Source: an optimization exercise on an open RTL-to-GDS flow (aim: small area, a short achievable clock period and few clock cycles per item). Production flows keep margins and buffers that such runs may drop.
RTL that was checked went through simulation tests only; none was proved equivalent to the original.
Power figures rest on the tool's default switching activity, not on a simulated workload.

==> flow/design.v (excerpt) <==
module trimmed_mean_ph_converter
#(
    parameter int WINDOW      = DEF_WINDOW,
    parameter int DROP        = DEF_DROP,
    parameter int SAMPLE_BITS = DEF_SAMPLE_BITS
) (
    input  logic                   i_clk,
    input  logic                   i_rst_n,
    input  logic                   i_start,
    output logic                   o_busy,
    input  logic [SAMPLE_BITS-1:0] i_sample,
    output logic                   o_valid,
    output logic signed [PH_W-1:0] o_ph_milli,
    output logic [TSUM_W-1:0]      o_trimmed_sum,
    input  logic                   i_cfg_valid,
    output logic                   o_cfg_ready,
    input  logic [CFG_IDX_W-1:0]   i_cfg_index,
    input  logic [CFG_DATA_W-1:0]  i_cfg_data
);
    logic [SAMPLE_BITS-1:0] w_x;
    logic w_xv, w_first, w_pop_ok, w_pfirst, w_last;
    assign o_cfg_ready = 1'b1;
    tmpc_ctrl #(
        .WINDOW      (WINDOW),
        .DROP        (DROP),
        .SAMPLE_BITS (SAMPLE_BITS)
    ) u_ctrl (
        .i_clk    (i_clk),
        .i_rst_n  (i_rst_n),
        .i_start  (i_start),
        .i_sample (i_sample),
        .o_busy   (o_busy),
        .o_x      (w_x),
        .o_xv     (w_xv),
        .o_first  (w_first),
        .o_pop_ok (w_pop_ok),
        .o_pfirst (w_pfirst),
        .o_last   (w_last)
    );
    tmpc_dp #(
        .SAMPLE_BITS (SAMPLE_BITS)
    ) u_dp (
        .i_clk         (i_clk),
        .i_rst_n       (i_rst_n),
        .i_x           (w_x),
        .i_xv          (w_xv),
        .i_first       (w_first),
        .i_pop_ok      (w_pop_ok),
        .i_pfirst      (w_pfirst),
        .i_last        (w_last),
        .i_cfg_wr      (i_cfg_valid & o_cfg_ready),
        .i_cfg_index   (i_cfg_index),
        .i_cfg_data    (i_cfg_data),
        .o_valid       (o_valid),
        .o_ph_milli    (o_ph_milli),
        .o_trimmed_sum (o_trimmed_sum)
    );
endmodule
For scale: ~1,100 cells after synthesis, ~180 flip-flops, ~74 I/O pins, roughly 10,000 sq um of cells after synthesis.
==> module tmpc_dp, before the edit <==
module tmpc_dp
#(
    parameter int SAMPLE_BITS = DEF_SAMPLE_BITS
) (
    input  logic                         i_clk,
    input  logic                         i_rst_n,
    input  logic [SAMPLE_BITS-1:0]       i_x,
    input  logic                         i_xv,
    input  logic                         i_first,
    input  logic                         i_pop_ok,
    input  logic                         i_pfirst,
    input  logic                         i_last,
    input  logic                         i_cfg_wr,
    input  logic [CFG_IDX_W-1:0]         i_cfg_index,
    input  logic [CFG_DATA_W-1:0]        i_cfg_data,
    output logic                         o_valid,
    output logic signed [PH_W-1:0]       o_ph_milli,
    output logic [TSUM_W-1:0]            o_trimmed_sum
);
    localparam int SB  = SAMPLE_BITS;
    localparam int AW  = TSUM_W;           
    localparam int XW  = GAIN_W + 3;       
    localparam int PW  = XW - 2;           
    logic [SB-1:0] r_m1, r_m2;             
    logic          w_lt1, w_lt2;
    logic [SB-1:0] r_p;
    logic          r_pv, r_pfirst, r_plast;
    assign w_lt1 = i_x < r_m1;
    assign w_lt2 = i_x < r_m2;
    always_ff @(posedge i_clk) begin
        if (i_xv) begin
            if (i_first) begin
                r_m1 <= i_x;
                r_m2 <= '1;
            end else begin
                r_m1 <= w_lt1 ? i_x : r_m1;
                r_m2 <= w_lt1 ? r_m1 : (w_lt2 ? i_x : r_m2);
            end
        end
    end
    always_ff @(posedge i_clk) begin
        r_p <= w_lt2 ? r_m2 : i_x;
    end
    always_ff @(posedge i_clk) begin
        if (!i_rst_n) begin
            r_pv     <= 1'b0;
            r_pfirst <= 1'b0;
            r_plast  <= 1'b0;
        end else begin
            r_pv     <= i_xv && i_pop_ok;
            r_pfirst <= i_xv && i_pfirst;
            r_plast  <= i_xv && i_last;
        end
    end
    logic [SB-1:0] r_x1, r_x2;             
    logic          w_gt1, w_gt2;
    logic [AW-1:0] r_acc;
    logic [AW-1:0] w_add;
    logic          r_sub1, r_sub2, r_done;
    assign w_gt1 = r_p > r_x1;
    assign w_gt2 = r_p > r_x2;
    always_ff @(posedge i_clk) begin
        if (r_pv) begin
            if (r_pfirst) begin
                r_x1 <= r_p;
                r_x2 <= '0;
            end else begin
                r_x1 <= w_gt1 ? r_p : r_x1;
                r_x2 <= w_gt1 ? r_x1 : (w_gt2 ? r_p : r_x2);
            end
        end
    end
    always_comb begin
        if (r_sub1) begin
            w_add = ~{{(AW-SB){1'b0}}, r_x1};
        end else if (r_sub2) begin
            w_add = ~{{(AW-SB){1'b0}}, r_x2};
        end else begin
            w_add = {{(AW-SB){1'b0}}, r_p};
        end
    end
    always_ff @(posedge i_clk) begin
        if (r_pv || r_sub1 || r_sub2) begin
            r_acc <= (r_pfirst ? '0 : r_acc) + w_add + AW'(r_sub1 | r_sub2);
        end
    end
    always_ff @(posedge i_clk) begin
        if (!i_rst_n) begin
            r_sub1 <= 1'b0;
            r_sub2 <= 1'b0;
            r_done <= 1'b0;
        end else begin
            r_sub1 <= r_pv && r_plast;
            r_sub2 <= r_sub1;
            r_done <= r_sub2;
        end
    end
    logic signed [OFFSET_W-1:0] r_offset;
    logic [GAIN_W-1:0]          r_gain;
    always_ff @(posedge i_clk) begin
        if (!i_rst_n) begin
            r_offset <= OFFSET_RESET;
            r_gain   <= GAIN_RESET;
        end else if (i_cfg_wr) begin
            if (i_cfg_index == REG_OFFSET) r_offset <= $signed(i_cfg_data[OFFSET_W-1:0]);
            if (i_cfg_index == REG_GAIN)   r_gain   <= i_cfg_data[GAIN_W-1:0];
        end
    end
    logic [AW-1:0]   r_sum;
    logic [3:0]      r_step;               
    logic            r_neg, r_one, r_two, r_zp, r_off;
    logic            r_valid;
    logic signed [XW-1:0] r_w;
    logic [2:0]      w_dig;
    logic [AW+1:0]   w_sx;                 
    assign w_sx = {1'b0, r_sum, 1'b0};
    always_comb begin
        w_dig = 3'b000;
        if (r_done) begin
            w_dig = {r_acc[1], r_acc[0], 1'b0};
        end else begin
            case (r_step)
                4'd1: w_dig = w_sx[4:2];
                4'd2: w_dig = w_sx[6:4];
                4'd3: w_dig = w_sx[8:6];
                4'd4: w_dig = w_sx[10:8];
                4'd5: w_dig = w_sx[12:10];
                4'd6: w_dig = w_sx[14:12];
                4'd7: w_dig = w_sx[16:14];
                default: w_dig = 3'b000;
            endcase
        end
    end
    always_ff @(posedge i_clk) begin
        if (!i_rst_n) begin
            r_step  <= 4'd0;
            r_valid <= 1'b0;
        end else begin
            r_step  <= r_done ? 4'd1 :
                       ((r_step != 4'd0 && r_step != 4'd9) ? r_step + 4'd1 : 4'd0);
            r_valid <= (r_step == 4'd9);
        end
    end
    always_ff @(posedge i_clk) begin
        r_neg <= w_dig[2] & ~(w_dig[1] & w_dig[0]);
        r_one <= w_dig[1] ^ w_dig[0];
        r_two <= (w_dig[2] & ~w_dig[1] & ~w_dig[0]) | (~w_dig[2] & w_dig[1] & w_dig[0]);
        r_zp  <= r_done;
        r_off <= (r_step == 4'd8);
    end
    always_ff @(posedge i_clk) begin
        if (r_done) begin
            r_sum <= r_acc;
        end
    end
    logic signed [PW-1:0] w_p;
    logic signed [XW-1:0] w_a, w_b, w_s;
    logic                 w_sat;
    always_comb begin
        w_p   = r_w[XW-1:2] ^ {PW{r_off}};
        w_a   = r_zp ? '0 : {{2{w_p[PW-1]}}, w_p};
        w_b   = ({XW{r_one}} & XW'({1'b0, r_gain})) |
                ({XW{r_two}} & XW'({1'b0, r_gain, 1'b0})) |
                ({XW{r_off}} & {{(XW-OFFSET_W){r_offset[OFFSET_W-1]}}, r_offset});
        w_b   = w_b ^ {XW{r_neg}};
        w_s   = w_a + w_b + XW'(r_neg | r_off);
        w_sat = r_off & w_s[XW-1] & ~(&w_s[XW-2:PH_W-1]);
    end
    always_ff @(posedge i_clk) begin
        r_w <= {w_s[XW-1:PH_W], w_s[PH_W-1] | w_sat, w_s[PH_W-2:0] & {(PH_W-1){~w_sat}}};
    end
    assign o_valid       = r_valid;
    assign o_ph_milli    = r_w[PH_W-1:0];
    assign o_trimmed_sum = r_sum;
endmodule
clock: 8.0 ns
lec_check: 0
cap_margin: 20
core_margin: 2
core_utilization: 40
setup_slack_margin: 5
slew_margin: 20
run.sh (not shown) runs the stock make flow with config.mk's settings and CLKGATE_MAP_FILE= SYNTH_SCRIPT=/design/flow/synth_recipe.tcl, a recipe that flattens the netlist after the stock synthesis.
Change:
--- a/flow/design.v
+++ b/flow/design.v
@@ -136,13 +136,13 @@
         end else begin
             w_add = {{(AW-SB){1'b0}}, r_p};
         end
     end
     always_ff @(posedge i_clk) begin
         if (r_pv || r_sub1 || r_sub2) begin
-            r_acc <= (r_pfirst ? '0 : r_acc) + w_add + AW'(r_sub1 | r_sub2);
+            r_acc <= (r_pfirst ? AW'(2) : r_acc) + w_add;
         end
     end
     always_ff @(posedge i_clk) begin
         if (!i_rst_n) begin
             r_sub1 <= 1'b0;
             r_sub2 <= 1'b0;
@@ -163,17 +163,20 @@
             if (i_cfg_index == REG_OFFSET) r_offset <= $signed(i_cfg_data[OFFSET_W-1:0]);
             if (i_cfg_index == REG_GAIN)   r_gain   <= i_cfg_data[GAIN_W-1:0];
         end
     end
     logic [AW-1:0]   r_sum;
     logic [3:0]      r_step;               
-    logic            r_neg, r_one, r_two, r_zp, r_off;
+    logic            r_off;
     logic            r_valid;
-    logic signed [XW-1:0] r_w;
+    logic signed [XW-1:0] r_w;             
+    logic signed [XW-1:0] r_b;             
     logic [2:0]      w_dig;
     logic [AW+1:0]   w_sx;                 
+    logic            w_neg, w_one, w_two, w_off;
+    logic signed [XW-1:0] w_bn;
     assign w_sx = {1'b0, r_sum, 1'b0};
     always_comb begin
         w_dig = 3'b000;
         if (r_done) begin
             w_dig = {r_acc[1], r_acc[0], 1'b0};
         end else begin
@@ -185,50 +188,63 @@
                 4'd5: w_dig = w_sx[12:10];
                 4'd6: w_dig = w_sx[14:12];
                 4'd7: w_dig = w_sx[16:14];
                 default: w_dig = 3'b000;
             endcase
         end
+        w_neg = ~w_dig[2] & (w_dig[1] | w_dig[0]);     
+        w_one = w_dig[1] ^ w_dig[0];
+        w_two = (w_dig[2] & ~w_dig[1] & ~w_dig[0]) | (~w_dig[2] & w_dig[1] & w_dig[0]);
+        w_off = (r_step == 4'd8);
+        w_bn  = ({XW{w_one}} & XW'({1'b0, r_gain})) |
+                ({XW{w_two}} & XW'({1'b0, r_gain, 1'b0})) |
+                ({XW{w_off}} & {{(XW-OFFSET_W){r_offset[OFFSET_W-1]}}, r_offset});
+        w_bn  = w_bn ^ {XW{w_neg}};
     end
     always_ff @(posedge i_clk) begin
         if (!i_rst_n) begin
             r_step  <= 4'd0;
             r_valid <= 1'b0;
         end else begin
             r_step  <= r_done ? 4'd1 :
                        ((r_step != 4'd0 && r_step != 4'd9) ? r_step + 4'd1 : 4'd0);
             r_valid <= (r_step == 4'd9);
         end
     end
     always_ff @(posedge i_clk) begin
-        r_neg <= w_dig[2] & ~(w_dig[1] & w_dig[0]);
-        r_one <= w_dig[1] ^ w_dig[0];
-        r_two <= (w_dig[2] & ~w_dig[1] & ~w_dig[0]) | (~w_dig[2] & w_dig[1] & w_dig[0]);
-        r_zp  <= r_done;
-        r_off <= (r_step == 4'd8);
+        r_b   <= w_bn;
+        r_off <= w_off;
     end
     always_ff @(posedge i_clk) begin
         if (r_done) begin
             r_sum <= r_acc;
         end
     end
+    logic [AW:0]          w_n;             
+    logic [AW+1:0]        w_x;             
+    logic [AW+1:0]        w_ax;            
     logic signed [PW-1:0] w_p;
-    logic signed [XW-1:0] w_a, w_b, w_s;
+    logic signed [XW-1:0] w_a, w_s;
     logic                 w_sat;
+    assign w_ax = {1'b0, r_acc, 1'b0};
     always_comb begin
-        w_p   = r_w[XW-1:2] ^ {PW{r_off}};
-        w_a   = r_zp ? '0 : {{2{w_p[PW-1]}}, w_p};
-        w_b   = ({XW{r_one}} & XW'({1'b0, r_gain})) |
-                ({XW{r_two}} & XW'({1'b0, r_gain, 1'b0})) |
-                ({XW{r_off}} & {{(XW-OFFSET_W){r_offset[OFFSET_W-1]}}, r_offset});
-        w_b   = w_b ^ {XW{r_neg}};
-        w_s   = w_a + w_b + XW'(r_neg | r_off);
+        for (int i = 0; i <= AW; i++) begin
+            w_n[i] = ((i % 2) == 0) ? (~w_ax[i+2] & (w_ax[i+1] | w_ax[i])) : 1'b0;
+        end
+        w_x   = (AW+2)'(w_n) + (AW+2)'(16'hFFFF);
+        w_p   = r_w[XW-1:2];
+        w_a   = {{2{w_p[PW-1]}}, w_p};
+        w_s   = w_a + r_b;
         w_sat = r_off & w_s[XW-1] & ~(&w_s[XW-2:PH_W-1]);
     end
     always_ff @(posedge i_clk) begin
-        r_w <= {w_s[XW-1:PH_W], w_s[PH_W-1] | w_sat, w_s[PH_W-2:0] & {(PH_W-1){~w_sat}}};
+        if (r_done) begin
+            r_w <= XW'({w_x, 2'b00});
+        end else begin
+            r_w <= {w_s[XW-1:PH_W], w_s[PH_W-1] | w_sat, w_s[PH_W-2:0] & {(PH_W-1){~w_sat}}};
+        end
     end
     assign o_valid       = r_valid;
     assign o_ph_milli    = r_w[PH_W-1:0];
     assign o_trimmed_sum = r_sum;
 endmodule
 import tmpc_pkg::*;
What happened: The changed run passed the timing, DRC and antenna checks; setup slack improves by 0.51 ns; sequential power stays flat; die area increases by 2.5%; first-iteration DRC count decreases by 22%; routed wire length decreases by about 10%; clock-buffer cell count increases by 13; area after synthesis increases by about 2.5%; combinational power decreases by about 70%.
Testbench counts after the change, summed over its fixed seeds: cycles 16,272, windows 1,600.
No functional check of the RTL was part of the first run of this note.

==> port drivers added, routing unchanged <==
The results above use ideal ports. As a check the final layouts listed here were re-extracted and re-timed, cells and wires unchanged. Step 1 assumes that a clkbuf_16 drives the clock port and a buf_2 every other input. Step 2, shift: input delay + t, output delay - t, t = (earliest + latest rising clock arrival at the registers) / 2. This alone moves slack from input paths to output paths. Slacks: ideal / step 1 / step 2; pairs: ideal / step 1.
| run | t (ns) | slack for setup (ns) | slew at the worst register clock pin (ns) | worst data-port slew with drivers (ns) |
|---|---|---|---|---|
| the first run | 0.479 | 4.551 / 4.551 / 4.551 | 0.08 / 0.08 | 0.06 |
| the second run | 0.564 | 5.062 / 5.013 / 4.688 | 0.06 / 0.06 | 0.06 |
After both steps every run listed still meets setup and hold. The setup slack of the second run, which loses most, moves by -0.049 ns with the drivers and by -0.374 ns with both steps.
